This design comes from an exercise in tuning for a short achievable clock period and few clock cycles on the open sky130 flow, not from production work.

==> inputs of run P <==
## cpuTop
module cpuTop
(
    input  logic       clk,
    input  logic       rst,
    input  logic       load_we,
    input  logic [7:0] load_addr,
    input  logic [7:0] load_data,
    output logic       store_we,
    output logic [7:0] store_addr,
    output logic [7:0] store_data,
    output logic [7:0] status_pc,
    output logic [2:0] status_flags,
    output logic       status_instrDone
);
==> module cpuTop, before the edit <==
module cpuTop
(
    input  logic       clk,
    input  logic       rst,
    input  logic       load_we,
    input  logic [7:0] load_addr,
    input  logic [7:0] load_data,
    output logic       store_we,
    output logic [7:0] store_addr,
    output logic [7:0] store_data,
    output logic [7:0] status_pc,
    output logic [2:0] status_flags,
    output logic       status_instrDone
);
    localparam logic [3:0] LDI = 4'd0,  LDM = 4'd1,  STM = 4'd2,  MOV = 4'd3,
                           AND = 4'd4,  OR  = 4'd5,  NOT = 4'd6,  ADD = 4'd7,
                           SUB = 4'd8,  LSL = 4'd9,  LSR = 4'd10, INC = 4'd11,
                           DEC = 4'd12, BRA = 4'd13, BNE = 4'd14;
    function automatic logic [255:0] decode8(input logic [7:0] x);
        logic [15:0] lo, hi;
        lo = 16'd1 << x[3:0];
        hi = 16'd1 << x[7:4];
        for (int i = 0; i < 256; i++) begin
            decode8[i] = hi[i / 16] & lo[i % 16];
        end
    endfunction
    logic       ldWe;
    logic [7:0] ldAddr;
    logic [7:0] ldData;
    always_ff @(posedge clk) begin
        ldWe   <= load_we;
        ldAddr <= load_addr;
        ldData <= load_data;
    end
    wire  [255:0] col  [8];          
    wire  [255:0] colN [8];          
    logic [7:0] regs [4];
    logic       fz, fc, fn;
    logic [255:0] pcOH;              
    logic [7:0]   pcF;               
    logic [7:0]   fHi;
    logic [7:0]   fLo;
    logic [255:0] fLoOH;
    for (genvar j = 0; j < 8; j++) begin : g_fetch
        assign fHi[j] = |(pcOH & col[j]);
        assign fLo[j] = |(pcOH & colN[j]);
    end
    assign fLoOH = decode8(fLo);
    logic         exV;
    logic         exSt;              
    logic [3:0]   exOp;
    logic [1:0]   exD;
    logic [1:0]   exS;
    logic [7:0]   exImm;
    logic [255:0] exImmOH;
    logic [7:0]   exPc;              
    logic [7:0]   exSd;              
    logic [7:0] a, b, res, ldmData;
    logic       cNew;
    logic       isAlu;
    logic       zRes;
    logic       zNext;
    logic       kill;
    logic       taken;
    assign a = regs[exD];
    assign b = regs[exS];
    for (genvar j = 0; j < 8; j++) begin : g_ldm
        assign ldmData[j] = |(exImmOH & col[j]);
    end
    always_comb begin
        cNew = fc;
        case (exOp)
            MOV: res = b;
            AND: res = a & b;
            OR:  res = a | b;
            NOT: res = ~b;
            ADD: {cNew, res} = {1'b0, a} + {1'b0, b};
            SUB: begin
                res  = a - b;
                cNew = (a >= b);
            end
            LSL: begin
                res  = {b[6:0], 1'b0};
                cNew = b[7];
            end
            LSR: begin
                res  = {1'b0, b[7:1]};
                cNew = b[0];
            end
            INC: res = b + 8'd1;
            DEC: res = b - 8'd1;
            default: res = b;
        endcase
    end
    always_comb begin
        case (exOp)
            MOV:     zRes = (b == 8'h00);
            AND:     zRes = ((a & b) == 8'h00);
            OR:      zRes = ((a | b) == 8'h00);
            NOT:     zRes = (b == 8'hFF);
            ADD:     zRes = ((a ^ b) == {(a[6:0] | b[6:0]), 1'b0});
            SUB:     zRes = (a == b);
            LSL:     zRes = (b[6:0] == 7'h00);
            LSR:     zRes = (b[7:1] == 7'h00);
            INC:     zRes = (b == 8'hFF);
            DEC:     zRes = (b == 8'h01);
            default: zRes = fz;
        endcase
    end
    logic       wbEn;
    logic [7:0] wbData;
    assign isAlu  = exV && (exOp >= MOV) && (exOp <= DEC);
    assign wbEn   = exV && ((exOp == LDI) || (exOp == LDM) || isAlu);
    assign wbData = (exOp == LDI) ? exImm : (exOp == LDM) ? ldmData : res;
    assign zNext = isAlu ? zRes : fz;
    assign kill  = exSt && ((exImm == pcF) || (8'(exImm - 8'd1) == pcF));
    assign taken = (fHi[7:4] == BRA) || ((fHi[7:4] == BNE) && !zNext);
    always_ff @(posedge clk) begin
        if (rst) begin
            pcOH <= 256'd1;
            pcF  <= '0;
            exV  <= 1'b0;
            exSt <= 1'b0;
        end else begin
            exV  <= !kill;
            exSt <= !kill && (fHi[7:4] == STM);
            if (!kill) begin
                pcOH <= taken ? fLoOH : {pcOH[253:0], pcOH[255:254]};
                pcF  <= taken ? fLo : 8'(pcF + 8'd2);
            end
        end
        exPc <= pcF;
        if (wbEn && (exD == fHi[1:0])) begin
            exSd <= wbData;
        end else begin
            exSd <= regs[fHi[1:0]];
        end
        if (!kill) begin
            exOp    <= fHi[7:4];
            exD     <= fHi[3:2];
            exS     <= fHi[1:0];
            exImm   <= fLo;
            exImmOH <= fLoOH;
        end
    end
    always_ff @(posedge clk) begin
        if (rst) begin
            for (int i = 0; i < 4; i++) begin
                regs[i] <= '0;
            end
            fz <= 1'b0;
            fc <= 1'b0;
            fn <= 1'b0;
        end else begin
            if (wbEn) begin
                regs[exD] <= wbData;
            end
            if (isAlu) begin
                fz <= zRes;
                fn <= res[7];
                fc <= cNew;
            end
        end
    end
    logic [255:0] ldOH;
    assign ldOH = decode8(ldAddr);
    for (genvar i = 0; i < 256; i++) begin : g_mem
        logic [7:0] q;
        always_ff @(posedge clk) begin
            if (ldWe && ldOH[i]) begin
                q <= ldData;
            end else if (!ldWe && exSt && exImmOH[i]) begin
                q <= exSd;
            end
        end
        for (genvar j = 0; j < 8; j++) begin : g_bit
            assign col[j][i]                 = q[j];
            assign colN[j][(i + 255) % 256]  = q[j];
        end
    end
    assign store_we         = exSt;
    assign store_addr       = exImm;
    assign store_data       = exSd;
    assign status_pc        = exPc;
    assign status_flags     = {fz, fc, fn};
    assign status_instrDone = exV;
endmodule
make LEC_CHECK=0 CAP_MARGIN=20 CORE_MARGIN=2 CORE_UTILIZATION=40 SETUP_SLACK_MARGIN=4.5 SLEW_MARGIN=20 finish   # period 7.0 ns
run.sh (not shown) runs the stock make flow with config.mk's settings and CLKGATE_MAP_FILE= SYNTH_SCRIPT=/design/flow/synth_recipe.tcl, a recipe that flattens the netlist after the stock synthesis.
==> inputs of run R, as changes to run P <==
--- a/flow/design.v
+++ b/flow/design.v
@@ -87,13 +87,5 @@
                            AND = 4'd4,  OR  = 4'd5,  NOT = 4'd6,  ADD = 4'd7,
                            SUB = 4'd8,  LSL = 4'd9,  LSR = 4'd10, INC = 4'd11,
-                           DEC = 4'd12, BRA = 4'd13, BNE = 4'd14;
-    function automatic logic [255:0] decode8(input logic [7:0] x);
-        logic [15:0] lo, hi;
-        lo = 16'd1 << x[3:0];
-        hi = 16'd1 << x[7:4];
-        for (int i = 0; i < 256; i++) begin
-            decode8[i] = hi[i / 16] & lo[i % 16];
-        end
-    endfunction
+                           DEC = 4'd12, BRA = 4'd13, BNE = 4'd14, NOP = 4'd15;
     logic       ldWe;
     logic [7:0] ldAddr;
@@ -104,39 +96,53 @@
         ldData <= load_data;
     end
-    wire  [255:0] col  [8];          
-    wire  [255:0] colN [8];          
+    logic [7:0]  mem  [256];
+    logic [15:0] word [128];
+    for (genvar k = 0; k < 128; k++) begin : g_word
+        assign word[k] = {mem[2 * k], mem[2 * k + 1]};
+    end
     logic [7:0] regs [4];
     logic       fz, fc, fn;
-    logic [255:0] pcOH;              
-    logic [7:0]   pcF;               
-    logic [7:0]   fHi;
-    logic [7:0]   fLo;
-    logic [255:0] fLoOH;
-    for (genvar j = 0; j < 8; j++) begin : g_fetch
-        assign fHi[j] = |(pcOH & col[j]);
-        assign fLo[j] = |(pcOH & colN[j]);
-    end
-    assign fLoOH = decode8(fLo);
-    logic         exV;
-    logic         exSt;              
-    logic [3:0]   exOp;
-    logic [1:0]   exD;
-    logic [1:0]   exS;
-    logic [7:0]   exImm;
-    logic [255:0] exImmOH;
-    logic [7:0]   exPc;              
-    logic [7:0]   exSd;              
+    logic [7:0]  pcF;                
+    logic [6:0]  wIdx;               
+    logic        odd2;               
+    logic [7:0]  hiSave;             
+    logic [15:0] fWord;
+    logic [7:0]  fHi;
+    logic [7:0]  fLo;
+    logic        fOk;                
+    assign fWord = word[wIdx];
+    assign fHi   = odd2 ? hiSave : fWord[15:8];
+    assign fLo   = odd2 ? fWord[15:8] : fWord[7:0];
+    assign fOk   = odd2 || !pcF[0];
+    logic [7:0]  pcP2;
+    assign pcP2  = 8'(pcF + 8'd2);
+    logic       exV;                 
+    logic       exSt;                
+    logic [7:0] exSd;                
+    logic [7:0] stAddr;              
+    logic [7:0] exPc;                
+    logic [3:0] exOp;
+    logic [1:0] exD;
+    logic [1:0] exS;
+    logic [7:0] exImm;
     logic [7:0] a, b, res, ldmData;
     logic       cNew;
     logic       isAlu;
+    logic       isStm;
     logic       zRes;
     logic       zNext;
     logic       kill;
     logic       taken;
-    assign a = regs[exD];
-    assign b = regs[exS];
-    for (genvar j = 0; j < 8; j++) begin : g_ldm
-        assign ldmData[j] = |(exImmOH & col[j]);
-    end
+    logic       issue;
+    logic       ldP;
+    logic [1:0] ldDst;
+    logic [7:0] ldQ;
+    logic [7:0] rEff [4];
+    for (genvar k = 0; k < 4; k++) begin : g_reff
+        assign rEff[k] = (ldP && (ldDst == 2'(k))) ? ldQ : regs[k];
+    end
+    assign a       = rEff[exD];
+    assign b       = rEff[exS];
+    assign ldmData = mem[exImm];
     always_comb begin
         cNew = fc;
@@ -181,37 +187,56 @@
     logic       wbEn;
     logic [7:0] wbData;
-    assign isAlu  = exV && (exOp >= MOV) && (exOp <= DEC);
-    assign wbEn   = exV && ((exOp == LDI) || (exOp == LDM) || isAlu);
-    assign wbData = (exOp == LDI) ? exImm : (exOp == LDM) ? ldmData : res;
-    assign zNext = isAlu ? zRes : fz;
-    assign kill  = exSt && ((exImm == pcF) || (8'(exImm - 8'd1) == pcF));
+    assign isStm  = (exOp == STM);
+    assign isAlu  = (exOp >= MOV) && (exOp <= DEC);
+    assign wbEn   = (exOp == LDI) || isAlu;
+    assign wbData = (exOp == LDI) ? exImm : res;
+    assign zNext  = isAlu ? zRes : fz;
+    assign kill  = isStm && ((exImm == pcF) || (8'(exImm - 8'd1) == pcF));
+    logic sdWait;
+    assign sdWait = (exOp == LDM) && (fHi[7:4] == STM) && (fHi[1:0] == exD);
+    assign issue  = fOk && !kill && !sdWait;
     assign taken = (fHi[7:4] == BRA) || ((fHi[7:4] == BNE) && !zNext);
     always_ff @(posedge clk) begin
         if (rst) begin
-            pcOH <= 256'd1;
             pcF  <= '0;
+            wIdx <= '0;
+            odd2 <= 1'b0;
             exV  <= 1'b0;
             exSt <= 1'b0;
+            exOp <= NOP;
         end else begin
-            exV  <= !kill;
-            exSt <= !kill && (fHi[7:4] == STM);
-            if (!kill) begin
-                pcOH <= taken ? fLoOH : {pcOH[253:0], pcOH[255:254]};
-                pcF  <= taken ? fLo : 8'(pcF + 8'd2);
-            end
-        end
-        exPc <= pcF;
+            exV  <= issue;
+            exSt <= issue && (fHi[7:4] == STM);
+            exOp <= issue ? fHi[7:4] : NOP;
+            if (kill) begin
+                wIdx <= pcF[7:1];
+                odd2 <= 1'b0;
+            end else if (sdWait) begin
+            end else if (!fOk) begin
+                wIdx <= 7'(wIdx + 7'd1);
+                odd2 <= 1'b1;
+            end else if (taken) begin
+                pcF  <= fLo;
+                wIdx <= fLo[7:1];
+                odd2 <= 1'b0;
+            end else begin
+                pcF  <= pcP2;
+                wIdx <= pcP2[7:1];
+                odd2 <= 1'b0;
+            end
+        end
+        hiSave <= fWord[7:0];
+        exPc   <= pcF;
+        stAddr <= fLo;
+        exD    <= fHi[3:2];
+        exS    <= fHi[1:0];
+        exImm  <= fLo;
         if (wbEn && (exD == fHi[1:0])) begin
             exSd <= wbData;
         end else begin
-            exSd <= regs[fHi[1:0]];
-        end
-        if (!kill) begin
-            exOp    <= fHi[7:4];
-            exD     <= fHi[3:2];
-            exS     <= fHi[1:0];
-            exImm   <= fLo;
-            exImmOH <= fLoOH;
-        end
+            exSd <= rEff[fHi[1:0]];
+        end
+        ldDst <= exD;
+        ldQ   <= ldmData;
     end
     always_ff @(posedge clk) begin
@@ -223,7 +248,13 @@
             fc <= 1'b0;
             fn <= 1'b0;
+            ldP <= 1'b0;
         end else begin
-            if (wbEn) begin
-                regs[exD] <= wbData;
+            ldP <= (exOp == LDM);
+            for (int i = 0; i < 4; i++) begin
+                if (wbEn && (exD == 2'(i))) begin
+                    regs[i] <= wbData;
+                end else if (ldP && (ldDst == 2'(i))) begin
+                    regs[i] <= ldQ;
+                end
             end
             if (isAlu) begin
@@ -234,22 +265,17 @@
         end
     end
-    logic [255:0] ldOH;
-    assign ldOH = decode8(ldAddr);
-    for (genvar i = 0; i < 256; i++) begin : g_mem
-        logic [7:0] q;
-        always_ff @(posedge clk) begin
-            if (ldWe && ldOH[i]) begin
-                q <= ldData;
-            end else if (!ldWe && exSt && exImmOH[i]) begin
-                q <= exSd;
-            end
-        end
-        for (genvar j = 0; j < 8; j++) begin : g_bit
-            assign col[j][i]                 = q[j];
-            assign colN[j][(i + 255) % 256]  = q[j];
+    logic [7:0] wAddr;
+    logic [7:0] wData;
+    logic       wEn;
+    assign wEn   = ldWe || isStm;
+    assign wAddr = ldWe ? ldAddr : exImm;
+    assign wData = ldWe ? ldData : b;
+    always_ff @(posedge clk) begin
+        if (wEn) begin
+            mem[wAddr] <= wData;
         end
     end
     assign store_we         = exSt;
-    assign store_addr       = exImm;
+    assign store_addr       = stAddr;
     assign store_data       = exSd;
     assign status_pc        = exPc;
--- a/flow/config.mk
+++ b/flow/config.mk
@@ -11,2 +11,3 @@
 export SETUP_SLACK_MARGIN = 4.5
 export SLEW_MARGIN = 20
+export TNS_END_PERCENT = 5
==> qor summary <==
metric	run R	run P
Adder and majority cell fraction of the synthesized area	0.4737%	0.3041%
Placer's final routability congestion estimate	1.599	2.024
Clock sink total	2169	2658
Outcome	stopped before the end	stopped before the end
Last stage reached	global routing	global routing
Pre-CTS worst setup slack	-0.3818 ns	1.033 ns
Combined area of all synthesized cells	0.1009 mm2	0.1490 mm2
Post-CTS Setup Inserts	188	1186
Die Height	506.2 um	614.2 um
Post-Synthesis Cells	6360	11960
Mux contribution to synthesized area	16.62%	17.39%
Cts bufs inserted	228	307
Starting utilization of the core area	40.17%	40.11%
Post-synthesis register bit count	2169	2658
Synth cell types	102	73
Sequential share of the synthesized area	63.35%	51.53%
Inst Count DP	9749	17040
Function was not checked in any run of this note: the RTL went through the layout flow alone.
